This design comes from an exercise in tuning for small area and a short achievable clock period on the open sky130 flow, not from production work.
Function was not checked in any run shown here: the RTL went through the layout flow alone.
Power and IR drop assume default switching activity.

<file path="flow/config.mk">
export PLATFORM = sky130hd
export DESIGN_NAME = diffeq_fu_core
export DESIGN_NICKNAME = diffeq_fu_core
export VERILOG_FILES = /design/flow/design.v
export SDC_FILE = /design/flow/constraint.sdc
export NUM_CORES = 4
export LEC_CHECK = 0
export CAP_MARGIN = 20
export CORE_MARGIN = 2
export CORE_UTILIZATION = 40
export SETUP_SLACK_MARGIN = 1.8
export SLEW_MARGIN = 20
export SYNTH_HIERARCHICAL = 1
export SYNTH_MINIMUM_KEEP_SIZE = 0
</file>
<file path="flow/constraint.sdc">
create_clock -name core_clock -period 10.0 [get_ports {clk}]
set_input_delay 2.0000 -clock core_clock [delete_from_list [all_inputs] [get_ports {clk}]]
set_output_delay 2.0000 -clock core_clock [all_outputs]
set_load 0.01 [all_outputs]
</file>
<file path="flow/design.v">
package diffeq_pkg;
    localparam int unsigned DEFAULT_WIDTH = 16;
    localparam logic MODE_ADD = 1'b0;
    localparam logic MODE_SUB = 1'b1;
endpackage
module diffeq_fa (
    input  logic a, b, c,
    output logic s, co
);
    assign s  = a ^ b ^ c;
    assign co = (a & b) | (a & c) | (b & c);
endmodule
module diffeq_ha (
    input  logic a, b,
    output logic s, co
);
    assign s  = a ^ b;
    assign co = a & b;
endmodule
module diffeq_xnor (
    input  logic a, b,
    output logic y
);
    assign y = ~(a ^ b);
endmodule
module diffeq_nand (
    input  logic a, b,
    output logic y
);
    assign y = ~(a & b);
endmodule
module multiplier
#(
    parameter int unsigned IN_WIDTH = diffeq_pkg::DEFAULT_WIDTH
) (
    input  logic signed [IN_WIDTH-1:0] in1,
    input  logic signed [IN_WIDTH-1:0] in2,
    output logic signed [IN_WIDTH-1:0] out,
    output logic                       ovf
);
    logic [15:0] a, b;
    logic [16:0] x, y, p;
    logic [16:1] ta, tb;
    logic        fits17;
    logic q0_0;
    logic q0_1;
    logic q0_2;
    logic q0_3;
    logic q0_4;
    logic q0_5;
    logic q0_6;
    logic q0_7;
    logic q0_8;
    logic q0_9;
    logic q0_10;
    logic q0_11;
    logic q0_12;
    logic q0_13;
    logic q0_14;
    logic q0_15;
    logic q1_0;
    logic q1_1;
    logic q1_2;
    logic q1_3;
    logic q1_4;
    logic q1_5;
    logic q1_6;
    logic q1_7;
    logic q1_8;
    logic q1_9;
    logic q1_10;
    logic q1_11;
    logic q1_12;
    logic q1_13;
    logic q1_14;
    logic q1_15;
    logic q2_0;
    logic q2_1;
    logic q2_2;
    logic q2_3;
    logic q2_4;
    logic q2_5;
    logic q2_6;
    logic q2_7;
    logic q2_8;
    logic q2_9;
    logic q2_10;
    logic q2_11;
    logic q2_12;
    logic q2_13;
    logic q2_14;
    logic q3_0;
    logic q3_1;
    logic q3_2;
    logic q3_3;
    logic q3_4;
    logic q3_5;
    logic q3_6;
    logic q3_7;
    logic q3_8;
    logic q3_9;
    logic q3_10;
    logic q3_11;
    logic q3_12;
    logic q3_13;
    logic q4_0;
    logic q4_1;
    logic q4_2;
    logic q4_3;
    logic q4_4;
    logic q4_5;
    logic q4_6;
    logic q4_7;
    logic q4_8;
    logic q4_9;
    logic q4_10;
    logic q4_11;
    logic q4_12;
    logic q5_0;
    logic q5_1;
    logic q5_2;
    logic q5_3;
    logic q5_4;
    logic q5_5;
    logic q5_6;
    logic q5_7;
    logic q5_8;
    logic q5_9;
    logic q5_10;
    logic q5_11;
    logic q6_0;
    logic q6_1;
    logic q6_2;
    logic q6_3;
    logic q6_4;
    logic q6_5;
    logic q6_6;
    logic q6_7;
    logic q6_8;
    logic q6_9;
    logic q6_10;
    logic q7_0;
    logic q7_1;
    logic q7_2;
    logic q7_3;
    logic q7_4;
    logic q7_5;
    logic q7_6;
    logic q7_7;
    logic q7_8;
    logic q7_9;
    logic q8_0;
    logic q8_1;
    logic q8_2;
    logic q8_3;
    logic q8_4;
    logic q8_5;
    logic q8_6;
    logic q8_7;
    logic q8_8;
    logic q9_0;
    logic q9_1;
    logic q9_2;
    logic q9_3;
    logic q9_4;
    logic q9_5;
    logic q9_6;
    logic q9_7;
    logic q10_0;
    logic q10_1;
    logic q10_2;
    logic q10_3;
    logic q10_4;
    logic q10_5;
    logic q10_6;
    logic q11_0;
    logic q11_1;
    logic q11_2;
    logic q11_3;
    logic q11_4;
    logic q11_5;
    logic q12_0;
    logic q12_1;
    logic q12_2;
    logic q12_3;
    logic q12_4;
    logic q13_0;
    logic q13_1;
    logic q13_2;
    logic q13_3;
    logic q14_0;
    logic q14_1;
    logic q14_2;
    logic q15_0;
    logic q15_1;
    logic s0;
    logic c0;
    logic s1;
    logic c1;
    logic s2;
    logic c2;
    logic s3;
    logic c3;
    logic s4;
    logic c4;
    logic s5;
    logic c5;
    logic s6;
    logic c6;
    logic s7;
    logic c7;
    logic s8;
    logic c8;
    logic s9;
    logic c9;
    logic s10;
    logic c10;
    logic s11;
    logic c11;
    logic s12;
    logic c12;
    logic s13;
    logic c13;
    logic s14;
    logic c14;
    logic s15;
    logic c15;
    logic s16;
    logic c16;
    logic s17;
    logic c17;
    logic s18;
    logic c18;
    logic s19;
    logic c19;
    logic s20;
    logic c20;
    logic s21;
    logic c21;
    logic s22;
    logic c22;
    logic s23;
    logic c23;
    logic s24;
    logic c24;
    logic s25;
    logic c25;
    logic s26;
    logic c26;
    logic s27;
    logic c27;
    logic s28;
    logic c28;
    logic s29;
    logic c29;
    logic s30;
    logic c30;
    logic s31;
    logic c31;
    logic s32;
    logic c32;
    logic s33;
    logic c33;
    logic s34;
    logic c34;
    logic s35;
    logic c35;
    logic s36;
    logic c36;
    logic s37;
    logic c37;
    logic s38;
    logic c38;
    logic s39;
    logic c39;
    logic s40;
    logic c40;
    logic s41;
    logic c41;
    logic s42;
    logic c42;
    logic s43;
    logic c43;
    logic s44;
    logic c44;
    logic s45;
    logic c45;
    logic s46;
    logic c46;
    logic s47;
    logic c47;
    logic s48;
    logic c48;
    logic s49;
    logic c49;
    logic s50;
    logic c50;
    logic s51;
    logic c51;
    logic s52;
    logic c52;
    logic s53;
    logic c53;
    logic s54;
    logic c54;
    logic s55;
    logic c55;
    logic s56;
    logic c56;
    logic s57;
    logic c57;
    logic s58;
    logic c58;
    logic s59;
    logic c59;
    logic s60;
    logic c60;
    logic s61;
    logic c61;
    logic s62;
    logic c62;
    logic s63;
    logic c63;
    logic s64;
    logic c64;
    logic s65;
    logic c65;
    logic s66;
    logic c66;
    logic s67;
    logic c67;
    logic s68;
    logic c68;
    logic s69;
    logic c69;
    logic s70;
    logic c70;
    logic s71;
    logic c71;
    logic s72;
    logic c72;
    logic s73;
    logic c73;
    logic s74;
    logic c74;
    logic s75;
    logic c75;
    logic s76;
    logic c76;
    logic s77;
    logic c77;
    logic s78;
    logic c78;
    logic s79;
    logic c79;
    logic s80;
    logic c80;
    logic s81;
    logic c81;
    logic s82;
    logic c82;
    logic s83;
    logic c83;
    logic s84;
    logic c84;
    logic s85;
    logic c85;
    logic s86;
    logic c86;
    logic s87;
    logic c87;
    logic s88;
    logic c88;
    logic s89;
    logic c89;
    logic s90;
    logic c90;
    logic s91;
    logic c91;
    logic s92;
    logic c92;
    logic s93;
    logic c93;
    logic s94;
    logic c94;
    logic s95;
    logic c95;
    logic s96;
    logic c96;
    logic s97;
    logic c97;
    logic s98;
    logic c98;
    logic s99;
    logic c99;
    logic s100;
    logic c100;
    logic s101;
    logic c101;
    logic s102;
    logic c102;
    logic s103;
    logic c103;
    logic s104;
    logic c104;
    logic s105;
    logic c105;
    logic s106;
    logic c106;
    logic s107;
    logic c107;
    logic s108;
    logic c108;
    logic s109;
    logic c109;
    logic s110;
    logic c110;
    logic s111;
    logic c111;
    logic s112;
    logic c112;
    logic s113;
    logic c113;
    logic s114;
    logic c114;
    logic s115;
    logic c115;
    logic s116;
    logic c116;
    logic s117;
    logic c117;
    logic s118;
    logic c118;
    logic s119;
    logic c119;
    assign a = in1;
    assign b = in2;
    diffeq_nand u_q0_0 (.a(a[0]), .b(b[0]), .y(q0_0));
    diffeq_nand u_q0_1 (.a(a[0]), .b(b[1]), .y(q0_1));
    diffeq_nand u_q0_2 (.a(a[0]), .b(b[2]), .y(q0_2));
    diffeq_nand u_q0_3 (.a(a[0]), .b(b[3]), .y(q0_3));
    diffeq_nand u_q0_4 (.a(a[0]), .b(b[4]), .y(q0_4));
    diffeq_nand u_q0_5 (.a(a[0]), .b(b[5]), .y(q0_5));
    diffeq_nand u_q0_6 (.a(a[0]), .b(b[6]), .y(q0_6));
    diffeq_nand u_q0_7 (.a(a[0]), .b(b[7]), .y(q0_7));
    diffeq_nand u_q0_8 (.a(a[0]), .b(b[8]), .y(q0_8));
    diffeq_nand u_q0_9 (.a(a[0]), .b(b[9]), .y(q0_9));
    diffeq_nand u_q0_10 (.a(a[0]), .b(b[10]), .y(q0_10));
    diffeq_nand u_q0_11 (.a(a[0]), .b(b[11]), .y(q0_11));
    diffeq_nand u_q0_12 (.a(a[0]), .b(b[12]), .y(q0_12));
    diffeq_nand u_q0_13 (.a(a[0]), .b(b[13]), .y(q0_13));
    diffeq_nand u_q0_14 (.a(a[0]), .b(b[14]), .y(q0_14));
    diffeq_nand u_q0_15 (.a(a[0]), .b(b[15]), .y(q0_15));
    diffeq_nand u_q1_0 (.a(a[1]), .b(b[0]), .y(q1_0));
    diffeq_nand u_q1_1 (.a(a[1]), .b(b[1]), .y(q1_1));
    diffeq_nand u_q1_2 (.a(a[1]), .b(b[2]), .y(q1_2));
    diffeq_nand u_q1_3 (.a(a[1]), .b(b[3]), .y(q1_3));
    diffeq_nand u_q1_4 (.a(a[1]), .b(b[4]), .y(q1_4));
    diffeq_nand u_q1_5 (.a(a[1]), .b(b[5]), .y(q1_5));
    diffeq_nand u_q1_6 (.a(a[1]), .b(b[6]), .y(q1_6));
    diffeq_nand u_q1_7 (.a(a[1]), .b(b[7]), .y(q1_7));
    diffeq_nand u_q1_8 (.a(a[1]), .b(b[8]), .y(q1_8));
    diffeq_nand u_q1_9 (.a(a[1]), .b(b[9]), .y(q1_9));
    diffeq_nand u_q1_10 (.a(a[1]), .b(b[10]), .y(q1_10));
    diffeq_nand u_q1_11 (.a(a[1]), .b(b[11]), .y(q1_11));
    diffeq_nand u_q1_12 (.a(a[1]), .b(b[12]), .y(q1_12));
    diffeq_nand u_q1_13 (.a(a[1]), .b(b[13]), .y(q1_13));
    diffeq_nand u_q1_14 (.a(a[1]), .b(b[14]), .y(q1_14));
    diffeq_nand u_q1_15 (.a(a[1]), .b(b[15]), .y(q1_15));
    diffeq_nand u_q2_0 (.a(a[2]), .b(b[0]), .y(q2_0));
    diffeq_nand u_q2_1 (.a(a[2]), .b(b[1]), .y(q2_1));
    diffeq_nand u_q2_2 (.a(a[2]), .b(b[2]), .y(q2_2));
    diffeq_nand u_q2_3 (.a(a[2]), .b(b[3]), .y(q2_3));
    diffeq_nand u_q2_4 (.a(a[2]), .b(b[4]), .y(q2_4));
    diffeq_nand u_q2_5 (.a(a[2]), .b(b[5]), .y(q2_5));
    diffeq_nand u_q2_6 (.a(a[2]), .b(b[6]), .y(q2_6));
    diffeq_nand u_q2_7 (.a(a[2]), .b(b[7]), .y(q2_7));
    diffeq_nand u_q2_8 (.a(a[2]), .b(b[8]), .y(q2_8));
    diffeq_nand u_q2_9 (.a(a[2]), .b(b[9]), .y(q2_9));
    diffeq_nand u_q2_10 (.a(a[2]), .b(b[10]), .y(q2_10));
    diffeq_nand u_q2_11 (.a(a[2]), .b(b[11]), .y(q2_11));
    diffeq_nand u_q2_12 (.a(a[2]), .b(b[12]), .y(q2_12));
    diffeq_nand u_q2_13 (.a(a[2]), .b(b[13]), .y(q2_13));
    diffeq_nand u_q2_14 (.a(a[2]), .b(b[14]), .y(q2_14));
    diffeq_nand u_q3_0 (.a(a[3]), .b(b[0]), .y(q3_0));
    diffeq_nand u_q3_1 (.a(a[3]), .b(b[1]), .y(q3_1));
    diffeq_nand u_q3_2 (.a(a[3]), .b(b[2]), .y(q3_2));
    diffeq_nand u_q3_3 (.a(a[3]), .b(b[3]), .y(q3_3));
    diffeq_nand u_q3_4 (.a(a[3]), .b(b[4]), .y(q3_4));
    diffeq_nand u_q3_5 (.a(a[3]), .b(b[5]), .y(q3_5));
    diffeq_nand u_q3_6 (.a(a[3]), .b(b[6]), .y(q3_6));
    diffeq_nand u_q3_7 (.a(a[3]), .b(b[7]), .y(q3_7));
    diffeq_nand u_q3_8 (.a(a[3]), .b(b[8]), .y(q3_8));
    diffeq_nand u_q3_9 (.a(a[3]), .b(b[9]), .y(q3_9));
    diffeq_nand u_q3_10 (.a(a[3]), .b(b[10]), .y(q3_10));
    diffeq_nand u_q3_11 (.a(a[3]), .b(b[11]), .y(q3_11));
    diffeq_nand u_q3_12 (.a(a[3]), .b(b[12]), .y(q3_12));
    diffeq_nand u_q3_13 (.a(a[3]), .b(b[13]), .y(q3_13));
    diffeq_nand u_q4_0 (.a(a[4]), .b(b[0]), .y(q4_0));
    diffeq_nand u_q4_1 (.a(a[4]), .b(b[1]), .y(q4_1));
    diffeq_nand u_q4_2 (.a(a[4]), .b(b[2]), .y(q4_2));
    diffeq_nand u_q4_3 (.a(a[4]), .b(b[3]), .y(q4_3));
    diffeq_nand u_q4_4 (.a(a[4]), .b(b[4]), .y(q4_4));
    diffeq_nand u_q4_5 (.a(a[4]), .b(b[5]), .y(q4_5));
    diffeq_nand u_q4_6 (.a(a[4]), .b(b[6]), .y(q4_6));
    diffeq_nand u_q4_7 (.a(a[4]), .b(b[7]), .y(q4_7));
    diffeq_nand u_q4_8 (.a(a[4]), .b(b[8]), .y(q4_8));
    diffeq_nand u_q4_9 (.a(a[4]), .b(b[9]), .y(q4_9));
    diffeq_nand u_q4_10 (.a(a[4]), .b(b[10]), .y(q4_10));
    diffeq_nand u_q4_11 (.a(a[4]), .b(b[11]), .y(q4_11));
    diffeq_nand u_q4_12 (.a(a[4]), .b(b[12]), .y(q4_12));
    diffeq_nand u_q5_0 (.a(a[5]), .b(b[0]), .y(q5_0));
    diffeq_nand u_q5_1 (.a(a[5]), .b(b[1]), .y(q5_1));
    diffeq_nand u_q5_2 (.a(a[5]), .b(b[2]), .y(q5_2));
    diffeq_nand u_q5_3 (.a(a[5]), .b(b[3]), .y(q5_3));
    diffeq_nand u_q5_4 (.a(a[5]), .b(b[4]), .y(q5_4));
    diffeq_nand u_q5_5 (.a(a[5]), .b(b[5]), .y(q5_5));
    diffeq_nand u_q5_6 (.a(a[5]), .b(b[6]), .y(q5_6));
    diffeq_nand u_q5_7 (.a(a[5]), .b(b[7]), .y(q5_7));
    diffeq_nand u_q5_8 (.a(a[5]), .b(b[8]), .y(q5_8));
    diffeq_nand u_q5_9 (.a(a[5]), .b(b[9]), .y(q5_9));
    diffeq_nand u_q5_10 (.a(a[5]), .b(b[10]), .y(q5_10));
    diffeq_nand u_q5_11 (.a(a[5]), .b(b[11]), .y(q5_11));
    diffeq_nand u_q6_0 (.a(a[6]), .b(b[0]), .y(q6_0));
    diffeq_nand u_q6_1 (.a(a[6]), .b(b[1]), .y(q6_1));
    diffeq_nand u_q6_2 (.a(a[6]), .b(b[2]), .y(q6_2));
    diffeq_nand u_q6_3 (.a(a[6]), .b(b[3]), .y(q6_3));
    diffeq_nand u_q6_4 (.a(a[6]), .b(b[4]), .y(q6_4));
    diffeq_nand u_q6_5 (.a(a[6]), .b(b[5]), .y(q6_5));
    diffeq_nand u_q6_6 (.a(a[6]), .b(b[6]), .y(q6_6));
    diffeq_nand u_q6_7 (.a(a[6]), .b(b[7]), .y(q6_7));
    diffeq_nand u_q6_8 (.a(a[6]), .b(b[8]), .y(q6_8));
    diffeq_nand u_q6_9 (.a(a[6]), .b(b[9]), .y(q6_9));
    diffeq_nand u_q6_10 (.a(a[6]), .b(b[10]), .y(q6_10));
    diffeq_nand u_q7_0 (.a(a[7]), .b(b[0]), .y(q7_0));
    diffeq_nand u_q7_1 (.a(a[7]), .b(b[1]), .y(q7_1));
    diffeq_nand u_q7_2 (.a(a[7]), .b(b[2]), .y(q7_2));
    diffeq_nand u_q7_3 (.a(a[7]), .b(b[3]), .y(q7_3));
    diffeq_nand u_q7_4 (.a(a[7]), .b(b[4]), .y(q7_4));
    diffeq_nand u_q7_5 (.a(a[7]), .b(b[5]), .y(q7_5));
    diffeq_nand u_q7_6 (.a(a[7]), .b(b[6]), .y(q7_6));
    diffeq_nand u_q7_7 (.a(a[7]), .b(b[7]), .y(q7_7));
    diffeq_nand u_q7_8 (.a(a[7]), .b(b[8]), .y(q7_8));
    diffeq_nand u_q7_9 (.a(a[7]), .b(b[9]), .y(q7_9));
    diffeq_nand u_q8_0 (.a(a[8]), .b(b[0]), .y(q8_0));
    diffeq_nand u_q8_1 (.a(a[8]), .b(b[1]), .y(q8_1));
    diffeq_nand u_q8_2 (.a(a[8]), .b(b[2]), .y(q8_2));
    diffeq_nand u_q8_3 (.a(a[8]), .b(b[3]), .y(q8_3));
    diffeq_nand u_q8_4 (.a(a[8]), .b(b[4]), .y(q8_4));
    diffeq_nand u_q8_5 (.a(a[8]), .b(b[5]), .y(q8_5));
    diffeq_nand u_q8_6 (.a(a[8]), .b(b[6]), .y(q8_6));
    diffeq_nand u_q8_7 (.a(a[8]), .b(b[7]), .y(q8_7));
    diffeq_nand u_q8_8 (.a(a[8]), .b(b[8]), .y(q8_8));
    diffeq_nand u_q9_0 (.a(a[9]), .b(b[0]), .y(q9_0));
    diffeq_nand u_q9_1 (.a(a[9]), .b(b[1]), .y(q9_1));
    diffeq_nand u_q9_2 (.a(a[9]), .b(b[2]), .y(q9_2));
    diffeq_nand u_q9_3 (.a(a[9]), .b(b[3]), .y(q9_3));
    diffeq_nand u_q9_4 (.a(a[9]), .b(b[4]), .y(q9_4));
    diffeq_nand u_q9_5 (.a(a[9]), .b(b[5]), .y(q9_5));
    diffeq_nand u_q9_6 (.a(a[9]), .b(b[6]), .y(q9_6));
    diffeq_nand u_q9_7 (.a(a[9]), .b(b[7]), .y(q9_7));
    diffeq_nand u_q10_0 (.a(a[10]), .b(b[0]), .y(q10_0));
    diffeq_nand u_q10_1 (.a(a[10]), .b(b[1]), .y(q10_1));
    diffeq_nand u_q10_2 (.a(a[10]), .b(b[2]), .y(q10_2));
    diffeq_nand u_q10_3 (.a(a[10]), .b(b[3]), .y(q10_3));
    diffeq_nand u_q10_4 (.a(a[10]), .b(b[4]), .y(q10_4));
    diffeq_nand u_q10_5 (.a(a[10]), .b(b[5]), .y(q10_5));
    diffeq_nand u_q10_6 (.a(a[10]), .b(b[6]), .y(q10_6));
    diffeq_nand u_q11_0 (.a(a[11]), .b(b[0]), .y(q11_0));
    diffeq_nand u_q11_1 (.a(a[11]), .b(b[1]), .y(q11_1));
    diffeq_nand u_q11_2 (.a(a[11]), .b(b[2]), .y(q11_2));
    diffeq_nand u_q11_3 (.a(a[11]), .b(b[3]), .y(q11_3));
    diffeq_nand u_q11_4 (.a(a[11]), .b(b[4]), .y(q11_4));
    diffeq_nand u_q11_5 (.a(a[11]), .b(b[5]), .y(q11_5));
    diffeq_nand u_q12_0 (.a(a[12]), .b(b[0]), .y(q12_0));
    diffeq_nand u_q12_1 (.a(a[12]), .b(b[1]), .y(q12_1));
    diffeq_nand u_q12_2 (.a(a[12]), .b(b[2]), .y(q12_2));
    diffeq_nand u_q12_3 (.a(a[12]), .b(b[3]), .y(q12_3));
    diffeq_nand u_q12_4 (.a(a[12]), .b(b[4]), .y(q12_4));
    diffeq_nand u_q13_0 (.a(a[13]), .b(b[0]), .y(q13_0));
    diffeq_nand u_q13_1 (.a(a[13]), .b(b[1]), .y(q13_1));
    diffeq_nand u_q13_2 (.a(a[13]), .b(b[2]), .y(q13_2));
    diffeq_nand u_q13_3 (.a(a[13]), .b(b[3]), .y(q13_3));
    diffeq_nand u_q14_0 (.a(a[14]), .b(b[0]), .y(q14_0));
    diffeq_nand u_q14_1 (.a(a[14]), .b(b[1]), .y(q14_1));
    diffeq_nand u_q14_2 (.a(a[14]), .b(b[2]), .y(q14_2));
    diffeq_nand u_q15_0 (.a(a[15]), .b(b[0]), .y(q15_0));
    diffeq_nand u_q15_1 (.a(a[15]), .b(b[1]), .y(q15_1));
    diffeq_xnor u_hx1 (.a(q0_13), .b(q1_12), .y(s0));
    assign c0 = q0_13 | q1_12;
    diffeq_fa u_fa2 (.a(q0_14), .b(q1_13), .c(q2_12), .s(s1), .co(c1));
    diffeq_xnor u_hx3 (.a(q3_11), .b(q4_10), .y(s2));
    assign c2 = q3_11 | q4_10;
    diffeq_fa u_fa4 (.a(q0_15), .b(q1_14), .c(q2_13), .s(s3), .co(c3));
    diffeq_fa u_fa5 (.a(q3_12), .b(q4_11), .c(q5_10), .s(s4), .co(c4));
    diffeq_xnor u_hx6 (.a(q6_9), .b(q7_8), .y(s5));
    assign c5 = q6_9 | q7_8;
    diffeq_fa u_fa7 (.a(q1_15), .b(q2_14), .c(q3_13), .s(s6), .co(c6));
    diffeq_fa u_fa8 (.a(q4_12), .b(q5_11), .c(q6_10), .s(s7), .co(c7));
    diffeq_fa u_fa9 (.a(q7_9), .b(q8_8), .c(q9_7), .s(s8), .co(c8));
    diffeq_xnor u_hx10 (.a(q10_6), .b(q11_5), .y(s9));
    assign c9 = q10_6 | q11_5;
    diffeq_xnor u_hx11 (.a(q0_9), .b(q1_8), .y(s10));
    assign c10 = q0_9 | q1_8;
    diffeq_fa u_fa12 (.a(q0_10), .b(q1_9), .c(q2_8), .s(s11), .co(c11));
    diffeq_xnor u_hx13 (.a(q3_7), .b(q4_6), .y(s12));
    assign c12 = q3_7 | q4_6;
    diffeq_fa u_fa14 (.a(q0_11), .b(q1_10), .c(q2_9), .s(s13), .co(c13));
    diffeq_fa u_fa15 (.a(q3_8), .b(q4_7), .c(q5_6), .s(s14), .co(c14));
    diffeq_xnor u_hx16 (.a(q6_5), .b(q7_4), .y(s15));
    assign c15 = q6_5 | q7_4;
    diffeq_fa u_fa17 (.a(q0_12), .b(q1_11), .c(q2_10), .s(s16), .co(c16));
    diffeq_fa u_fa18 (.a(q3_9), .b(q4_8), .c(q5_7), .s(s17), .co(c17));
    diffeq_fa u_fa19 (.a(q6_6), .b(q7_5), .c(q8_4), .s(s18), .co(c18));
    diffeq_xnor u_hx20 (.a(q9_3), .b(q10_2), .y(s19));
    assign c19 = q9_3 | q10_2;
    diffeq_fa u_fa21 (.a(q2_11), .b(q3_10), .c(q4_9), .s(s20), .co(c20));
    diffeq_fa u_fa22 (.a(q5_8), .b(q6_7), .c(q7_6), .s(s21), .co(c21));
    diffeq_fa u_fa23 (.a(q8_5), .b(q9_4), .c(q10_3), .s(s22), .co(c22));
    diffeq_fa u_fa24 (.a(q11_2), .b(q12_1), .c(q13_0), .s(s23), .co(c23));
    diffeq_fa u_fa25 (.a(q5_9), .b(q6_8), .c(q7_7), .s(s24), .co(c24));
    diffeq_fa u_fa26 (.a(q8_6), .b(q9_5), .c(q10_4), .s(s25), .co(c25));
    diffeq_fa u_fa27 (.a(q11_3), .b(q12_2), .c(q13_1), .s(s26), .co(c26));
    diffeq_fa u_fa28 (.a(q14_0), .b(c0), .c(s2), .s(s27), .co(c27));
    diffeq_fa u_fa29 (.a(q8_7), .b(q9_6), .c(q10_5), .s(s28), .co(c28));
    diffeq_fa u_fa30 (.a(q11_4), .b(q12_3), .c(q13_2), .s(s29), .co(c29));
    diffeq_fa u_fa31 (.a(q14_1), .b(q15_0), .c(c2), .s(s30), .co(c30));
    diffeq_fa u_fa32 (.a(s5), .b(c1), .c(s3), .s(s31), .co(c31));
    diffeq_fa u_fa33 (.a(q12_4), .b(q13_3), .c(q14_2), .s(s32), .co(c32));
    diffeq_fa u_fa34 (.a(q15_1), .b(q15_0), .c(q0_15), .s(s33), .co(c33));
    diffeq_fa u_fa35 (.a(c5), .b(s9), .c(c3), .s(s34), .co(c34));
    diffeq_fa u_fa36 (.a(c4), .b(s6), .c(s7), .s(s35), .co(c35));
    diffeq_xnor u_hx37 (.a(q0_6), .b(q1_5), .y(s36));
    assign c36 = q0_6 | q1_5;
    diffeq_fa u_fa38 (.a(q0_7), .b(q1_6), .c(q2_5), .s(s37), .co(c37));
    diffeq_xnor u_hx39 (.a(q3_4), .b(q4_3), .y(s38));
    assign c38 = q3_4 | q4_3;
    diffeq_fa u_fa40 (.a(q0_8), .b(q1_7), .c(q2_6), .s(s39), .co(c39));
    diffeq_fa u_fa41 (.a(q3_5), .b(q4_4), .c(q5_3), .s(s40), .co(c40));
    diffeq_xnor u_hx42 (.a(q6_2), .b(q7_1), .y(s41));
    assign c41 = q6_2 | q7_1;
    diffeq_fa u_fa43 (.a(q2_7), .b(q3_6), .c(q4_5), .s(s42), .co(c42));
    diffeq_fa u_fa44 (.a(q5_4), .b(q6_3), .c(q7_2), .s(s43), .co(c43));
    diffeq_fa u_fa45 (.a(q8_1), .b(q9_0), .c(s10), .s(s44), .co(c44));
    diffeq_fa u_fa46 (.a(q5_5), .b(q6_4), .c(q7_3), .s(s45), .co(c45));
    diffeq_fa u_fa47 (.a(q8_2), .b(q9_1), .c(q10_0), .s(s46), .co(c46));
    diffeq_fa u_fa48 (.a(c10), .b(s12), .c(s11), .s(s47), .co(c47));
    diffeq_fa u_fa49 (.a(q8_3), .b(q9_2), .c(q10_1), .s(s48), .co(c48));
    diffeq_fa u_fa50 (.a(q11_0), .b(c12), .c(s15), .s(s49), .co(c49));
    diffeq_fa u_fa51 (.a(c11), .b(s13), .c(s14), .s(s50), .co(c50));
    diffeq_fa u_fa52 (.a(q11_1), .b(q12_0), .c(c15), .s(s51), .co(c51));
    diffeq_fa u_fa53 (.a(s19), .b(c13), .c(c14), .s(s52), .co(c52));
    diffeq_fa u_fa54 (.a(s16), .b(s17), .c(s18), .s(s53), .co(c53));
    diffeq_fa u_fa55 (.a(c19), .b(s0), .c(c16), .s(s54), .co(c54));
    diffeq_fa u_fa56 (.a(c17), .b(c18), .c(s20), .s(s55), .co(c55));
    diffeq_fa u_fa57 (.a(s21), .b(s22), .c(s23), .s(s56), .co(c56));
    diffeq_fa u_fa58 (.a(c20), .b(c21), .c(c22), .s(s57), .co(c57));
    diffeq_fa u_fa59 (.a(c23), .b(s24), .c(s25), .s(s58), .co(c58));
    diffeq_fa u_fa60 (.a(s26), .b(s1), .c(s27), .s(s59), .co(c59));
    diffeq_fa u_fa61 (.a(c24), .b(c25), .c(c26), .s(s60), .co(c60));
    diffeq_fa u_fa62 (.a(s28), .b(s29), .c(s4), .s(s61), .co(c61));
    diffeq_fa u_fa63 (.a(c27), .b(s30), .c(s31), .s(s62), .co(c62));
    diffeq_fa u_fa64 (.a(c28), .b(c29), .c(s32), .s(s63), .co(c63));
    diffeq_fa u_fa65 (.a(s33), .b(s8), .c(c30), .s(s64), .co(c64));
    diffeq_fa u_fa66 (.a(c31), .b(s34), .c(s35), .s(s65), .co(c65));
    diffeq_xnor u_hx67 (.a(q0_4), .b(q1_3), .y(s66));
    assign c66 = q0_4 | q1_3;
    diffeq_fa u_fa68 (.a(q0_5), .b(q1_4), .c(q2_3), .s(s67), .co(c67));
    diffeq_xnor u_hx69 (.a(q3_2), .b(q4_1), .y(s68));
    assign c68 = q3_2 | q4_1;
    diffeq_fa u_fa70 (.a(q2_4), .b(q3_3), .c(q4_2), .s(s69), .co(c69));
    diffeq_fa u_fa71 (.a(q5_1), .b(q6_0), .c(s36), .s(s70), .co(c70));
    diffeq_fa u_fa72 (.a(q5_2), .b(q6_1), .c(q7_0), .s(s71), .co(c71));
    diffeq_fa u_fa73 (.a(c36), .b(s38), .c(s37), .s(s72), .co(c72));
    diffeq_fa u_fa74 (.a(q8_0), .b(c38), .c(s41), .s(s73), .co(c73));
    diffeq_fa u_fa75 (.a(c37), .b(s39), .c(s40), .s(s74), .co(c74));
    diffeq_fa u_fa76 (.a(c41), .b(c39), .c(c40), .s(s75), .co(c75));
    diffeq_fa u_fa77 (.a(s42), .b(s43), .c(s44), .s(s76), .co(c76));
    diffeq_fa u_fa78 (.a(c42), .b(c43), .c(s45), .s(s77), .co(c77));
    diffeq_fa u_fa79 (.a(s46), .b(c44), .c(s47), .s(s78), .co(c78));
    diffeq_fa u_fa80 (.a(c45), .b(c46), .c(s48), .s(s79), .co(c79));
    diffeq_fa u_fa81 (.a(s49), .b(c47), .c(s50), .s(s80), .co(c80));
    diffeq_fa u_fa82 (.a(c48), .b(c49), .c(s51), .s(s81), .co(c81));
    diffeq_fa u_fa83 (.a(c50), .b(s52), .c(s53), .s(s82), .co(c82));
    diffeq_fa u_fa84 (.a(c51), .b(c52), .c(c53), .s(s83), .co(c83));
    diffeq_fa u_fa85 (.a(s54), .b(s55), .c(s56), .s(s84), .co(c84));
    diffeq_fa u_fa86 (.a(c54), .b(c55), .c(c56), .s(s85), .co(c85));
    diffeq_fa u_fa87 (.a(s57), .b(s58), .c(s59), .s(s86), .co(c86));
    diffeq_fa u_fa88 (.a(c57), .b(c58), .c(s60), .s(s87), .co(c87));
    diffeq_fa u_fa89 (.a(s61), .b(c59), .c(s62), .s(s88), .co(c88));
    diffeq_fa u_fa90 (.a(c60), .b(c61), .c(s63), .s(s89), .co(c89));
    diffeq_fa u_fa91 (.a(s64), .b(c62), .c(s65), .s(s90), .co(c90));
    diffeq_xnor u_hx92 (.a(q0_3), .b(q1_2), .y(s91));
    assign c91 = q0_3 | q1_2;
    diffeq_fa u_fa93 (.a(q2_2), .b(q3_1), .c(q4_0), .s(s92), .co(c92));
    diffeq_fa u_fa94 (.a(q5_0), .b(c66), .c(s68), .s(s93), .co(c93));
    diffeq_fa u_fa95 (.a(c68), .b(c67), .c(s69), .s(s94), .co(c94));
    diffeq_fa u_fa96 (.a(c69), .b(s71), .c(c70), .s(s95), .co(c95));
    diffeq_fa u_fa97 (.a(c71), .b(s73), .c(c72), .s(s96), .co(c96));
    diffeq_fa u_fa98 (.a(c73), .b(c74), .c(s75), .s(s97), .co(c97));
    diffeq_fa u_fa99 (.a(c75), .b(s77), .c(c76), .s(s98), .co(c98));
    diffeq_fa u_fa100 (.a(c77), .b(s79), .c(c78), .s(s99), .co(c99));
    diffeq_fa u_fa101 (.a(c79), .b(s81), .c(c80), .s(s100), .co(c100));
    diffeq_fa u_fa102 (.a(c81), .b(c82), .c(s83), .s(s101), .co(c101));
    diffeq_fa u_fa103 (.a(c83), .b(c84), .c(s85), .s(s102), .co(c102));
    diffeq_fa u_fa104 (.a(c85), .b(s87), .c(c86), .s(s103), .co(c103));
    diffeq_fa u_fa105 (.a(c87), .b(s89), .c(c88), .s(s104), .co(c104));
    diffeq_xnor u_hx106 (.a(q0_2), .b(q1_1), .y(s105));
    assign c105 = q0_2 | q1_1;
    diffeq_fa u_fa107 (.a(q2_1), .b(q3_0), .c(s91), .s(s106), .co(c106));
    diffeq_fa u_fa108 (.a(c91), .b(s66), .c(s92), .s(s107), .co(c107));
    diffeq_fa u_fa109 (.a(c92), .b(s67), .c(s93), .s(s108), .co(c108));
    diffeq_fa u_fa110 (.a(c93), .b(s70), .c(s94), .s(s109), .co(c109));
    diffeq_fa u_fa111 (.a(c94), .b(s72), .c(s95), .s(s110), .co(c110));
    diffeq_fa u_fa112 (.a(s74), .b(c95), .c(s96), .s(s111), .co(c111));
    diffeq_fa u_fa113 (.a(s76), .b(c96), .c(s97), .s(s112), .co(c112));
    diffeq_fa u_fa114 (.a(c97), .b(s78), .c(s98), .s(s113), .co(c113));
    diffeq_fa u_fa115 (.a(s80), .b(c98), .c(s99), .s(s114), .co(c114));
    diffeq_fa u_fa116 (.a(s82), .b(c99), .c(s100), .s(s115), .co(c115));
    diffeq_fa u_fa117 (.a(s84), .b(c100), .c(s101), .s(s116), .co(c116));
    diffeq_fa u_fa118 (.a(s86), .b(c101), .c(s102), .s(s117), .co(c117));
    diffeq_fa u_fa119 (.a(c102), .b(s88), .c(s103), .s(s118), .co(c118));
    diffeq_fa u_fa120 (.a(s90), .b(c103), .c(s104), .s(s119), .co(c119));
    assign x = {c118, c117, c116, c115, c114, c113, c112, c111, c110, c109, c108, c107, c106, c105, s105, q0_1, q0_0};
    assign y = {s119, s118, s117, s116, s115, s114, s113, s112, s111, s110, s109, s108, s107, s106, q2_0, q1_0, 1'b1};
    assign p = ~(x + y + 17'd1);
    assign out = p[15:0];
    assign ta[16] = 1'b1;
    assign tb[16] = 1'b1;
    genvar k;
    for (k = 1; k < 16; k++) begin : g_fit
        assign ta[k] = ta[k+1] & (a[k-1] == a[15]);
        assign tb[k] = tb[k+1] & (b[k-1] == b[15]);
    end
    assign fits17 = ta[2] | tb[2] | (ta[3] & tb[15]) | (ta[4] & tb[14]) | (ta[5] & tb[13]) | (ta[6] & tb[12]) | (ta[7] & tb[11]) | (ta[8] & tb[10]) | (ta[9] & tb[9]) | (ta[10] & tb[8]) | (ta[11] & tb[7]) | (ta[12] & tb[6]) | (ta[13] & tb[5]) | (ta[14] & tb[4]) | (ta[15] & tb[3]);
    assign ovf = !fits17 || (p[16] != p[15]);
endmodule
module adder_subtractor
#(
    parameter int unsigned WIDTH = diffeq_pkg::DEFAULT_WIDTH
) (
    input  logic signed [WIDTH-1:0] in1,
    input  logic signed [WIDTH-1:0] in2,
    input  logic                    mode,
    output logic signed [WIDTH-1:0] out,
    output logic                    ovf
);
    localparam int unsigned H = WIDTH / 2;
    logic             sub;
    logic [WIDTH-1:0] a, b;
    logic [H:0]       cl;
    logic [WIDTH-1:H] s0, s1;
    logic [WIDTH:H]   c0, c1;
    assign sub = (mode == diffeq_pkg::MODE_SUB);
    assign a   = in1;
    assign b   = in2 ^ {WIDTH{sub}};
    assign cl[0] = sub;
    for (genvar i = 0; i < H; i++) begin : g_lo
        diffeq_fa u_fa (.a(a[i]), .b(b[i]), .c(cl[i]), .s(out[i]), .co(cl[i+1]));
    end
    assign c0[H] = 1'b0;
    assign c1[H] = 1'b1;
    for (genvar i = H; i < WIDTH; i++) begin : g_hi
        if (i == H) begin : g_first
            diffeq_ha   u_h0 (.a(a[i]), .b(b[i]), .s(s0[i]), .co(c0[i+1]));
            diffeq_xnor u_h1 (.a(a[i]), .b(b[i]), .y(s1[i]));
            assign c1[i+1] = a[i] | b[i];
        end else begin : g_rest
            diffeq_fa u_f0 (.a(a[i]), .b(b[i]), .c(c0[i]), .s(s0[i]), .co(c0[i+1]));
            diffeq_fa u_f1 (.a(a[i]), .b(b[i]), .c(c1[i]), .s(s1[i]), .co(c1[i+1]));
        end
    end
    assign out[WIDTH-1:H] = cl[H] ? s1 : s0;
    assign ovf = (a[WIDTH-1] == b[WIDTH-1]) && (out[WIDTH-1] != a[WIDTH-1]);
endmodule
module diffeq_fu_core
#(
    parameter int unsigned WIDTH = diffeq_pkg::DEFAULT_WIDTH
) (
    input  logic                    clk,
    input  logic                    reset,
    input  logic                    en,
    input  logic signed [WIDTH-1:0] v1,
    input  logic signed [WIDTH-1:0] v2,
    input  logic signed [WIDTH-1:0] v3,
    input  logic signed [WIDTH-1:0] v4,
    input  logic signed [WIDTH-1:0] v5,
    input  logic signed [WIDTH-1:0] v6,
    input  logic                    mode,
    output logic signed [WIDTH-1:0] w1,
    output logic signed [WIDTH-1:0] w2,
    output logic signed [WIDTH-1:0] w3,
    output logic signed [WIDTH-1:0] r1,
    output logic signed [WIDTH-1:0] r2,
    output logic signed [WIDTH-1:0] r3,
    output logic                    ovf1,
    output logic                    ovf2,
    output logic                    ovf3,
    output logic                    valid
);
    logic m1_ovf, m2_ovf, a1_ovf;
    logic signed [WIDTH-1:0] r1_d, r1_q;
    logic signed [WIDTH-1:0] r2_d, r2_q;
    logic signed [WIDTH-1:0] r3_d, r3_q;
    logic                    ovf1_d, ovf1_q;
    logic                    ovf2_d, ovf2_q;
    logic                    ovf3_d, ovf3_q;
    logic                    valid_d, valid_q;
    multiplier #(.IN_WIDTH(WIDTH)) u_m1 (
        .in1 (v1),
        .in2 (v2),
        .out (w1),
        .ovf (m1_ovf)
    );
    multiplier #(.IN_WIDTH(WIDTH)) u_m2 (
        .in1 (v3),
        .in2 (v4),
        .out (w2),
        .ovf (m2_ovf)
    );
    adder_subtractor #(.WIDTH(WIDTH)) u_a1 (
        .in1  (v5),
        .in2  (v6),
        .mode (mode),
        .out  (w3),
        .ovf  (a1_ovf)
    );
    always_comb begin
        r1_d    = r1_q;
        r2_d    = r2_q;
        r3_d    = r3_q;
        ovf1_d  = ovf1_q;
        ovf2_d  = ovf2_q;
        ovf3_d  = ovf3_q;
        valid_d = 1'b0;
        if (en) begin
            r1_d    = w1;
            r2_d    = w2;
            r3_d    = w3;
            ovf1_d  = m1_ovf;
            ovf2_d  = m2_ovf;
            ovf3_d  = a1_ovf;
            valid_d = 1'b1;
        end
    end
    always_ff @(posedge clk or posedge reset) begin
        if (reset) begin
            r1_q    <= '0;
            r2_q    <= '0;
            r3_q    <= '0;
            ovf1_q  <= 1'b0;
            ovf2_q  <= 1'b0;
            ovf3_q  <= 1'b0;
            valid_q <= 1'b0;
        end else begin
            r1_q    <= r1_d;
            r2_q    <= r2_d;
            r3_q    <= r3_d;
            ovf1_q  <= ovf1_d;
            ovf2_q  <= ovf2_d;
            ovf3_q  <= ovf3_d;
            valid_q <= valid_d;
        end
    end
    assign r1    = r1_q;
    assign r2    = r2_q;
    assign r3    = r3_q;
    assign ovf1  = ovf1_q;
    assign ovf2  = ovf2_q;
    assign ovf3  = ovf3_q;
    assign valid = valid_q;
endmodule
</file>
<file path="flow/flow/run.sh">
#!/bin/bash
# The standard layout (standard.sh) with two changes:
#  - the port buffers are the smallest buffer cell, sky130_fd_sc_hd__buf_1;
#  - before floorplanning, flow/downsize.tcl gives each combinational cell its smallest
#    drive strength, so that timing repair upsizes only the cells that need it.
export BUFFER_PORTS_ARGS="-buffer_cell sky130_fd_sc_hd__buf_1"
export PRE_FLOORPLAN_TCL="$PWD/flow/downsize.tcl"
bash standard.sh > standard_run.log 2>&1
</file>
<file path="flow/flow/downsize.tcl">
# Before floorplanning: give every combinational cell the smallest drive strength of its
# function; the timing repair later upsizes only the cells that need it.
set n 0
foreach inst [get_cells *] {
  set m [get_property $inst ref_name]
  if { ![regexp {^(sky130_fd_sc_hd__[a-z0-9]+)_([0-9]+)$} $m -> base sz] } { continue }
  if { [regexp {df|dl|sdf|edf|conb|fa$|ha$|tap|fill|decap|clkbuf|buf$|bufbuf|dly|clkinv} $base] } { continue }
  set best $m
  set best_area [get_property [get_lib_cells */$m] area]
  foreach alt [get_lib_cells */${base}_*] {
    set an [get_name $alt]
    if { ![regexp "^${base}_\[0-9\]+\$" $an] } { continue }
    if { [get_property $alt dont_use] } { continue }
    set a [get_property $alt area]
    if { $a < $best_area } { set best $an; set best_area $a }
  }
  if { $best ne $m } {
    replace_cell $inst $best
    incr n
  }
}
puts "downsize.tcl: resized $n instances to their smallest drive"
</file>
<file path="flow/standard.sh">
#!/bin/bash
# synth_recipe.tcl (not shown) runs the flow's synth.tcl, then flattens the netlist and writes it again
# the make line also repeats each setting of config.mk as NAME=value (left out here)
make -C /OpenROAD-flow-scripts/flow DESIGN_CONFIG=/design/flow/config.mk WORK_HOME=/design/flow/orfs CLKGATE_MAP_FILE= SYNTH_SCRIPT=/design/flow/synth_recipe.tcl "${@:-finish}"
</file>
==> flow_summary.json, run 1 <==
{
  "status": "complete, no violations",
  "io_buffers": 199,
  "synth_warnings": 7,
  "fin_skew_ns": 0,
  "crit_start": "mode",
  "die-area_um2": 28500,
  "grt_pass1_vias": 9346,
  "drcViolationCount": 0,
  "die_y_um": 169,
  "clkTransAtPathRegs_ns": 0.07,
  "cts_tree": "yes",
  "worstPathArrival_ns": 6.08,
  "final_util_pct": 46.9,
  "fin_crit_sh_pct": 80.8,
  "tightest_slew_ns": 0.769,
  "antenna_found_initial": 0,
  "finalSetupTns_ns": 0,
  "grt_pass1_wl_um": 48900,
  "core_um2": 26800,
  "cts_buffers": 5,
  "ir_drop_mv": 0.298,
  "cp.required_ns": 8.00,
  "overflow": 0,
  "vias": 8871,
  "synthesis.nets": 1438,
  "worstHoldStart": "r3_q[6]",
  "wl_um": 30300,
  "synthCells": 1073,
  "r2r_start": "r1_q[0]",
  "nets": 1645,
  "insertedDiodeCount": 0,
  "finalCriticalPeriod_ns": 8.08,
  "endpoint_kind": "output pin",
  "core.rowCount": 60,
  "grt_max_degree": 53,
  "dp_hpwl_um": 23100,
  "setup-violations-final": 0,
  "clock.fmax_ghz": 0.124,
  "cts_root_buffer": "clkbuf_16",
  "drt_iter0_drc": 567,
  "firstDrtPassIters": 5,
  "cts.path.max_buffers": 2,
  "gr-usage-all-layers_pct": 21.5,
  "slew_violations": 0,
  "crit_path_max_fanout": 10,
  "start_util_pct": 40.5,
  "hold_violations": 0,
  "worstSkewPairLatency_ns": 0.29,
  "grt_setup_unrepaired": "yes",
  "relSlewSlack_pct": 48.7,
  "hp-class": "reg2reg",
  "n_fill_cell": 2594,
  "drive_gt1_share_pct": 12.5,
  "power_density_nw_per_um2": 373,
  "routabilityCongestion": 0.857,
  "die_w_um": 169,
  "viasPerCell": 5.47,
  "cp-start-kind": "input pin",
  "htreeDepth": 2,
  "pin_count": 200,
  "p_leak_uw": 0.00464,
  "drtAntennaViolNets": 0,
  "wire_per_inst_um": 18.7,
  "maxCapViolations": 0,
  "worstSetupPathType": "in2out",
  "cts.sinks": 52
}
where the power goes:
part           switching (uW)  internal (uW)
combinational            2300           1870
clock                    82.6           93.6
sequential               36.8            308
worst max-delay path, stage by stage:
cell and delay, ns:
clkbuf_4 0.19, xor2_1 0.20, fa_1 0.41, fa_1 0.39
fa_1 0.39, fa_2 0.36, fa_1 0.40, fa_2 0.36
fa_2 0.36, fa_2 0.52, mux2_4 0.34, clkbuf_2 0.14
registers in the layout, summed over array words and instances, names as in the netlist:
name / flops
r1_q: 16
r2_q: 16
r3_q: 16
ovf1_q: 1
ovf2_q: 1
ovf3_q: 1
valid_q: 1
layout by cell type (no fill, tap or decap), types with 18 or more instances in the layout:
cell	count
ha_1	24
o21ai_0	22
dfrtp_1	52
or2_2	28
buf_1	134
buf_4	18
nand2_1	324
mux2_1	50
nor2_1	25
clkbuf_4	22
xor2_1	31
fa_1	226
xnor2_1	45
metrics by stage:
| stage | setup WS, ns | hold WS [ns] | instance area (um2) | power, uW | instances |
|---|---|---|---|---|---|
| floorplan | 2.20 | 0.529 | 10900 | 2850 | 1073 |
| global placement | 1.30 | 0.467 | 11900 | 3820 | 1604 |
| detailed placement | 1.23 | 0.473 | 11900 | 3900 | 1604 |
| CTS | 1.71 | 0.489 | 12200 | 4180 | 1612 |
| global route | 1.75 | 0.504 | 12600 | 5150 | 1622 |
| finish | 1.92 | 0.483 | 12600 | 4690 | 1622 |
cell type report:
cell class | instances | area [um2] | share of cell area, %
sequential | 52 | 1300 | 10.3
multi-input combinational | 988 | 9510 | 75.6
clock buffer | 6 | 129 | 1.02
tap | 341 | 427 | 3.39
clock inverter | 2 | 16.3 | 0.129
timing repair buffer | 217 | 1140 | 9.06
inverter | 16 | 60.1 | 0.477
what timing repair did:
| item | CTS | global route |
|---|---|---|
| gates resized for setup | 93 | 106 |
| hold endpoints to repair | 0 | 0 |
| hold buffers | 0 | 0 |
| pin swaps | 1 | 14 |
| setup endpoints to repair | 18 | 15 |
| buffers inserted | 0 | 9 |
| gates cloned | 0 | 1 |
worst paths after layout:
check / end / slack, ns / depth (start not counted)
worst max-delay path: w3[11] / 1.92 / 12
worst min-delay path: r3_q[6] / 0.48 / 1
worst max register to register: r1_q[0] / 9.21 / 1
worst min register to register: r3_q[6] / 0.48 / 1
max in group asynchronous: r3_q[9] / 7.65 / 3
min in group asynchronous: r1_q[4] / 1.88 / 3
routing by layer:
metal	track usage, %	wire, um	vias up
li1	-	-	3989
met1	29.3	13000	4512
met2	38.0	15200	349
met3	1.85	1800	21
met4	3.71	292	0
met5	0	0	-
==> inputs of run 2 (changes only) <==
--- a/flow/config.mk
+++ b/flow/config.mk
@@ -10,3 +10,3 @@
 export CORE_UTILIZATION = 40
-export SETUP_SLACK_MARGIN = 1.8
+export SETUP_SLACK_MARGIN = 1.4
 export SLEW_MARGIN = 20
==> run 2 against run 1 <==
  * Still clean
  * Die area stayed put
  * Sequential power hardly changed
  * Clock power hardly changed
  * First-iteration DRC count is 9.3% lower
  * Clock-buffer cell count stayed put
  * Sequential cell count stayed put
  * Non-clock buffer count is 10 lower
  * Worst setup slack worse by 0.34 ns
  * Synthesized cell count stayed put
  * Cell count is 0.62% lower
  * Total power is 12% lower
  * Critical endpoint is now w2[15]
  * Largest power group unchanged
==> flow_summary.json, run 2 <==
{
  "crit_start": "v3[1]",
  "viasPerCell": 5.43,
  "grt_setup_unrepaired": "no",
  "dpl_cell_area_um2": 11900,
  "design_area_um2": 12100,
  "die_y_um": 169,
  "antenna_found_initial": 0,
  "nets": 1635,
  "insertedDiodeCount": 0,
  "cts_tree": "yes",
  "cts_buffers": 5,
  "routabilityCongestion": 0.857,
  "tightest_slew_ns": 0.751,
  "maxCapViolations": 0,
  "drtAntennaViolNets": 0,
  "worstHoldEndpoint": "r1_q[15]",
  "start_util_pct": 40.5,
  "most-common-layout-cells": "324 x nand2_1, 234 x fa_1, 153 x buf_1",
  "core_um2": 26800,
  "fin_skew_ns": 0,
  "rr_endpoint": "r1_q[0]",
  "drive_gt1_share_pct": 8.03,
  "place_inst": 1604,
  "drt_iter0_drc": 514,
  "fin_crit_sh_pct": 84.2,
  "cts.sinks": 52,
  "grt_pass1_wl_um": 48700,
  "worstSetupPathType": "in2out",
  "top_regs": "r1_q x16, r2_q x16, r3_q x16",
  "clkTransAtPathRegs_ns": 0.07,
  "endpoint_kind": "output pin",
  "cts_root_buffer": "clkbuf_16",
  "p_leak_uw": 0.00448,
  "grt_max_degree": 53,
  "worstHoldStart": "r1_q[15]",
  "fin_hold_ws_ns": 0.485,
  "ir_drop_mv": 0.297,
  "grt_pass1_vias": 9306,
  "core.rowCount": 60,
  "finalSetupTns_ns": 0,
  "hold_violations": 0,
  "n_fill_cell": 2626,
  "wl_um": 29800,
  "reg2reg_depth": 1,
  "synthCells": 1073,
  "htreeDepth": 2,
  "relSlewSlack_pct": 49.8,
  "wire_per_inst_um": 18.5,
  "crit_path_max_fanout": 19,
  "die_w_um": 169,
  "dp_hpwl_um": 23100,
  "finalCriticalPeriod_ns": 8.42,
  "cp.required_ns": 8.00,
  "setup-violations-final": 0,
  "power_density_nw_per_um2": 340,
  "r2r_start": "r1_q[0]",
  "cp-start-kind": "input pin",
  "synthesis.nets": 1438,
  "cts.path.max_buffers": 2,
  "r2r_slack_ns": 9.21,
  "hp-class": "reg2reg",
  "instances_no_fill": 1612,
  "firstDrtPassIters": 4,
  "synth_warnings": 7,
  "slew_violations": 0,
  "final_common_cell": "nand2_1",
  "postCtsSetupBuffers": 0,
  "whs_path_depth": 1,
  "drcViolationCount": 0,
  "io_buffers": 199,
  "worstPathArrival_ns": 6.42,
  "overflow": 0,
  "vias": 8746,
  "die-area_um2": 28500,
  "pin_count": 200,
  "gr-usage-all-layers_pct": 21.4,
  "worstSkewPairLatency_ns": 0.29,
  "status": "complete, no violations",
  "final_util_pct": 45.2,
  "clock.fmax_ghz": 0.119
}
==> run 2: worst max path at each step <==
stage                  end  slack [ns]
floorplan           w3[15]        2.20
global placement    w1[15]        1.30
detailed placement  w1[15]        1.23
CTS                 w1[15]        1.39
global route        w2[15]        1.39
finish              w2[15]        1.58
==> run 2: routing by layer <==
layer  up-vias  GRT usage (%)  wire [um]
met1      4456           28.9      13100
met3        19           2.31       1600
li1       3969              -          -
met2       302           37.7      14800
met5         -              0          0
met4         0           3.71        269
==> run 2: metrics by stage <==
stage | worst slack (ns) | total power, uW
2_1_floorplan | 2.20 | 2850
3_3_place_gp | 1.30 | 3820
3_5_place_dp | 1.23 | 3900
4_1_cts | 1.39 | 4090
5_1_grt | 1.39 | 4560
6_report | 1.58 | 4120
==> run 2: worst max-delay path, cell delays in order <==
cell and delay (ns):
buf_2 0.31, nand2_1 0.13, or2_2 0.32, fa_1 0.52, fa_1 0.43, fa_1 0.40, fa_1 0.51, fa_1 0.45
ha_1 0.41, xor2_1 0.27, nor2_1 0.08, a31o_1 0.22, nor2_1 0.13, buf_1 0.21
==> run 2: layout make-up <==
type / count / area [um2] / area share [%]
Multi-Input combinational cell: 988 / 9320 / 76.9
Sequential cell: 52 / 1300 / 10.7
Timing Repair Buffer: 207 / 870 / 7.17
Tap cell: 341 / 427 / 3.52
Clock buffer: 6 / 129 / 1.06
Inverter: 16 / 60.1 / 0.495
Clock inverter: 2 / 16.3 / 0.134
==> run 2: where the power goes <==
part | internal, uW | switching [uW] | total (uW)
clock | 93.7 | 82.7 | 176
combinational | 1480 | 2120 | 3600
sequential | 308 | 36.8 | 345
total | 1880 | 2240 | 4120
==> run 2: repair_timing <==
action / 4_1_cts / 5_1_grt
resized for setup: 24 / 52
pin swaps: 0 / 0
setup endpoints to repair: 4 / 6
hold buffers: 0 / 0
==> inputs of run 3 (changes only) <==
--- a/flow/config.mk
+++ b/flow/config.mk
@@ -7,7 +7,7 @@
 export LEC_CHECK = 0
-export CAP_MARGIN = 20
+export CAP_MARGIN = 0
 export CORE_MARGIN = 2
 export CORE_UTILIZATION = 40
-export SETUP_SLACK_MARGIN = 1.4
-export SLEW_MARGIN = 20
+export SETUP_SLACK_MARGIN = 1.8
+export SLEW_MARGIN = 0
 export SYNTH_HIERARCHICAL = 1
==> run 3 against run 2 <==
  * Cell count rose by 0.62%
  * Non-clock buffer count increased by 10
  * Clock-buffer cell count unchanged
  * Register-to-register slack hardly changed
  * Routed wire length increased by 1.7%
  * Clock power hardly changed
==> flow_summary.json, run 3 <==
{
  "setup-violations-final": 0,
  "cp-start-kind": "input pin",
  "wl_um": 30300,
  "most-common-layout-cells": "324 x nand2_1, 226 x fa_1, 134 x buf_1",
  "overflow": 0,
  "tightest_slew_ns": 0.769,
  "cts_tree": "yes",
  "clock.fmax_ghz": 0.124,
  "htreeDepth": 2,
  "start_util_pct": 40.5,
  "grt_max_degree": 53,
  "final_common_cell": "nand2_1",
  "fin_skew_ns": 0,
  "gr-usage-all-layers_pct": 21.5,
  "drive_gt1_share_pct": 12.5,
  "grt_pass1_vias": 9346,
  "r2r_slack_ns": 9.21,
  "pin_count": 200,
  "relSlewSlack_pct": 48.7,
  "finalCriticalPeriod_ns": 8.08,
  "cp.required_ns": 8.00,
  "p_leak_uw": 0.00464,
  "dp_hpwl_um": 23100,
  "maxCapViolations": 0,
  "cts_buffers": 5,
  "power_density_nw_per_um2": 373,
  "ir_drop_mv": 0.298,
  "clkTransAtPathRegs_ns": 0.07,
  "worstSkewPairLatency_ns": 0.29,
  "cts_root_buffer": "clkbuf_16",
  "finalSetupTns_ns": 0,
  "core_um2": 26800,
  "die_y_um": 169,
  "core.rowCount": 60,
  "synthCells": 1073,
  "worstSetupPathType": "in2out",
  "n_fill_cell": 2594,
  "insertedDiodeCount": 0,
  "synthesis.nets": 1438,
  "slew_violations": 0,
  "hold_violations": 0,
  "synth_warnings": 7,
  "endpoint_kind": "output pin",
  "top_regs": "r1_q x16, r2_q x16, r3_q x16",
  "routabilityCongestion": 0.857,
  "drt_iter0_drc": 567,
  "drtAntennaViolNets": 0,
  "io_buffers": 199,
  "die-area_um2": 28500,
  "fin_crit_sh_pct": 80.8,
  "cts.sinks": 52,
  "hp-class": "reg2reg",
  "nets": 1645,
  "drcViolationCount": 0,
  "crit_path_max_fanout": 10,
  "grt_pass1_wl_um": 48900,
  "wire_per_inst_um": 18.7,
  "die_w_um": 169,
  "power_uw": 4690,
  "worstPathArrival_ns": 6.08,
  "vias": 8871,
  "viasPerCell": 5.47,
  "status": "complete, no violations",
  "grt_setup_unrepaired": "yes",
  "cts.path.max_buffers": 2,
  "antenna_found_initial": 0,
  "firstDrtPassIters": 5
}
run 3: cell count changes in the layout (fill, tap and decap cells not counted), sizes merged:
cell and delta:
clkbuf +2, buf +8
run 3: routing by layer:
layer	vias to the layer above	part of all wire (%)	GRT usage, %
li1	3989	-	-
met1	4512	43	29.3
met2	349	50	38.0
met3	21	5.9	1.85
met4	0	0.96	3.71
met5	-	0	0
run 3: through the flow:
stage          cells  hold WS [ns]  area, um2  util, %  setup slack [ns]
2_1_floorplan   1073         0.529      10900        -              2.20
3_3_place_gp    1604         0.467      11900     44.4              1.30
3_5_place_dp    1604         0.473      11900     44.4              1.23
4_1_cts         1612         0.489      12200     45.4              1.71
5_1_grt         1622         0.504      12600     46.9              1.75
6_report        1622         0.483      12600     46.9              1.92
run 3: what timing repair did:
item	in CTS	in global routing
setup buffers	0	9
hold buffers	0	0
resized for setup	93	106
pin swaps	1	14
gates cloned	0	1
setup endpoints to repair	18	15
run 3: path summary, 6_finish.rpt:
kind                       startpoint  endpoint  depth (start not counted)
max reg2reg                   r1_q[0]   r1_q[0]                          1
min in group asynchronous       reset   r1_q[4]                          3
max                              mode    w3[11]                         12
max in group asynchronous       reset   r3_q[9]                          3
min reg2reg                   r3_q[6]   r3_q[6]                          1
min                           r3_q[6]   r3_q[6]                          1
run 3: where the power goes:
group | internal (uW) | switching [uW]
clock | 93.6 | 82.6
sequential | 308 | 36.8
combinational | 1870 | 2300
total | 2270 | 2420
run 3: final cells by class:
cell class | instances | area (um2) | share of cell area [%]
Sequential cell | 52 | 1300 | 10.3
Clock inverter | 2 | 16.3 | 0.129
Clock buffer | 6 | 129 | 1.02
Inverter | 16 | 60.1 | 0.477
Tap cell | 341 | 427 | 3.39
Multi-Input combinational cell | 988 | 9510 | 75.6
Timing Repair Buffer | 217 | 1140 | 9.06
run 3: critical path: stages:
cell and delay (ns):
clkbuf_4 0.19, xor2_1 0.20, fa_1 0.41, fa_1 0.39, fa_1 0.39, fa_2 0.36
fa_1 0.40, fa_2 0.36, fa_2 0.36, fa_2 0.52, mux2_4 0.34, clkbuf_2 0.14
==> inputs of run 4 (changes only) <==
--- a/flow/config.mk
+++ b/flow/config.mk
@@ -10,3 +10,3 @@
 export CORE_UTILIZATION = 40
-export SETUP_SLACK_MARGIN = 1.8
+export SETUP_SLACK_MARGIN = 1.6
 export SLEW_MARGIN = 0
==> run 4 against run 3 <==
  * Clock power barely moved
  * Utilization decreased by 1.4 points
  * Worst setup slack got worse by 0.19 ns
  * Routed wire length decreased by 1.3%
  * Sequential cell count stayed put
  * Clock-buffer cell count is the same
  * Worst hold slack improved by 0.0014 ns
  * Synthesized cell count stayed put
  * Total power fell by 9.5%
  * Clock skew did not move
==> flow_summary.json, run 4 <==
{
  "n_fill_cell": 2622,
  "synthesis.nets": 1438,
  "final_util_pct": 45.6,
  "worstSkewPairLatency_ns": 0.29,
  "cts_tree": "yes",
  "vias": 8742,
  "grt_pass1_vias": 9306,
  "worstHoldStart": "r1_q[15]",
  "cp-start-kind": "input pin",
  "start_util_pct": 40.5,
  "drt_iter0_drc": 516,
  "endpoint_kind": "output pin",
  "drtAntennaViolNets": 0,
  "io_buffers": 199,
  "hold_violations": 0,
  "maxCapViolations": 0,
  "clkTransAtPathRegs_ns": 0.07,
  "drive_gt1_share_pct": 9.12,
  "met1_length_um": 13200,
  "htreeDepth": 2,
  "hp-class": "reg2reg",
  "cts_root_buffer": "clkbuf_16",
  "nets": 1636,
  "finalSetupTns_ns": 0,
  "antenna_found_initial": 0,
  "insertedDiodeCount": 0,
  "grt_setup_unrepaired": "yes",
  "pin_count": 200,
  "ir_drop_mv": 0.297,
  "crit_start": "v1[1]",
  "most-common-layout-cells": "324 x nand2_1, 233 x fa_1, 145 x buf_1",
  "cts_buffers": 5,
  "fin_skew_ns": 0,
  "worstPathArrival_ns": 6.26,
  "tightest_slew_ns": 0.779,
  "power_density_nw_per_um2": 348,
  "gr-usage-all-layers_pct": 21.4,
  "synthCells": 1073,
  "dp_hpwl_um": 23100,
  "routabilityCongestion": 0.857,
  "setup-violations-final": 0,
  "crit_path_max_fanout": 19,
  "wl_met2_um": 14900,
  "die_y_um": 169,
  "firstDrtPassIters": 5,
  "top_layer": "met4",
  "status": "complete, no violations",
  "worstSetupPathType": "in2out",
  "wire_per_inst_um": 18.6,
  "fin_crit_sh_pct": 82.6,
  "die-area_um2": 28500,
  "p_leak_uw": 0.00452,
  "finalCriticalPeriod_ns": 8.26,
  "wl_um": 29900,
  "core.rowCount": 60,
  "synth_warnings": 7,
  "grt_pass1_wl_um": 48700,
  "cts.sinks": 52,
  "cts.path.max_buffers": 2,
  "clock.fmax_ghz": 0.121,
  "r2r_start": "r1_q[8]",
  "top_regs": "r1_q x16, r2_q x16, r3_q x16",
  "final_common_cell": "nand2_1",
  "viasPerCell": 5.42,
  "cp.required_ns": 8.00,
  "grt_max_degree": 53,
  "drcViolationCount": 0,
  "core_um2": 26800,
  "met3_length_um": 1590,
  "slew_violations": 0,
  "die_w_um": 169,
  "relSlewSlack_pct": 48.1,
  "overflow": 0
}
## run 4: stage by stage
step                total power (uW)  area, um2  setup WS [ns]  hold slack, ns  instances
finish                          4240      12200           1.74           0.485       1613
floorplan                       2850      10900           2.20           0.529       1073
global route                    4700      12200           1.54           0.504       1613
global placement                3820      11900           1.30           0.467       1604
detailed placement              3900      11900           1.23           0.473       1604
CTS                             4090      12100           1.46           0.489       1612
## run 4: final timing paths
| kind | endpoint | slack (ns) | depth (start not counted) |
|---|---|---|---|
| worst max register to register | r1_q[8] | 9.21 | 1 |
| worst min-delay path | r1_q[15] | 0.48 | 1 |
| max in group asynchronous | r3_q[9] | 7.66 | 3 |
| worst min register to register | r1_q[15] | 0.48 | 1 |
| worst max-delay path | w1[15] | 1.74 | 14 |
| min in group asynchronous | r1_q[4] | 1.88 | 3 |
## run 4: metal layers
metal | GRT usage [%] | up-vias
li1 | - | 3966
met1 | 29.2 | 4458
met2 | 37.6 | 301
met3 | 2.15 | 17
met4 | 3.71 | 0
met5 | 0 | -
## run 4: report_power, final
part,switching [uW],total (uW),internal [uW]
clock network,82.9,177,93.7
logic,2160,3720,1560
registers,36.8,344,308
total,2280,4240,1970
## run 4: what timing repair did
item | 4_1_cts | 5_1_grt
resized for setup | 45 | 68
hold buffers | 0 | 0
setup endpoints to repair | 14 | 8
setup buffers | 0 | 1
pin swaps | 0 | 1
## run 4: layout make-up
class	count	area [um2]	share of cell area, %
inverter	16	60.1	0.492
tap	341	427	3.49
timing repair buffer	208	933	7.64
sequential	52	1300	10.7
clock buffer	6	129	1.06
multi-input combinational	988	9350	76.5
clock inverter	2	16.3	0.133
## run 4: worst max-delay path, stage by stage
cell and delay, ns:
clkbuf_4 0.25, nand2_1 0.12, or2_2 0.32, fa_1 0.53, fa_1 0.44, fa_1 0.39
fa_1 0.50, fa_1 0.43, ha_1 0.40, xor2_1 0.26, nor2_1 0.06, a31o_1 0.21
nor2_1 0.15, buf_1 0.18

-- port drivers added, routing unchanged --
The flow's constraints put no driver on any port. The routed layouts listed below were extracted and timed again, unchanged, in two steps.
Step 1 assumes that a clkbuf_16 drives the clock port and a buf_2 every other input.
Step 2, shift: input delay + t, output delay - t, t = (earliest + latest rising clock arrival at the registers) / 2. This alone moves slack from input paths to output paths.
Slacks: ideal ports / drivers / drivers and shift; pairs: ideal ports / drivers.
run	t (ns)	setup slack, ns	latest minus earliest clock arrival (ns)	worst slew at a driven data input, ns	cell pins on the clock port's net
run 1	0.331	1.924 / 1.901 / 1.901	0.009 / 0.009	0.07	1
run 2	0.331	1.580 / 1.560 / 1.560	0.008 / 0.008	0.05	1
run 3	0.331	1.924 / 1.901 / 1.901	0.009 / 0.009	0.07	1
run 4	0.331	1.737 / 1.693 / 1.693	0.008 / 0.008	0.05	1
After both steps setup and hold are still met in every run listed. The setup slack of run 4, which loses most, moves by -0.044 ns with the drivers and by -0.044 ns with both steps.
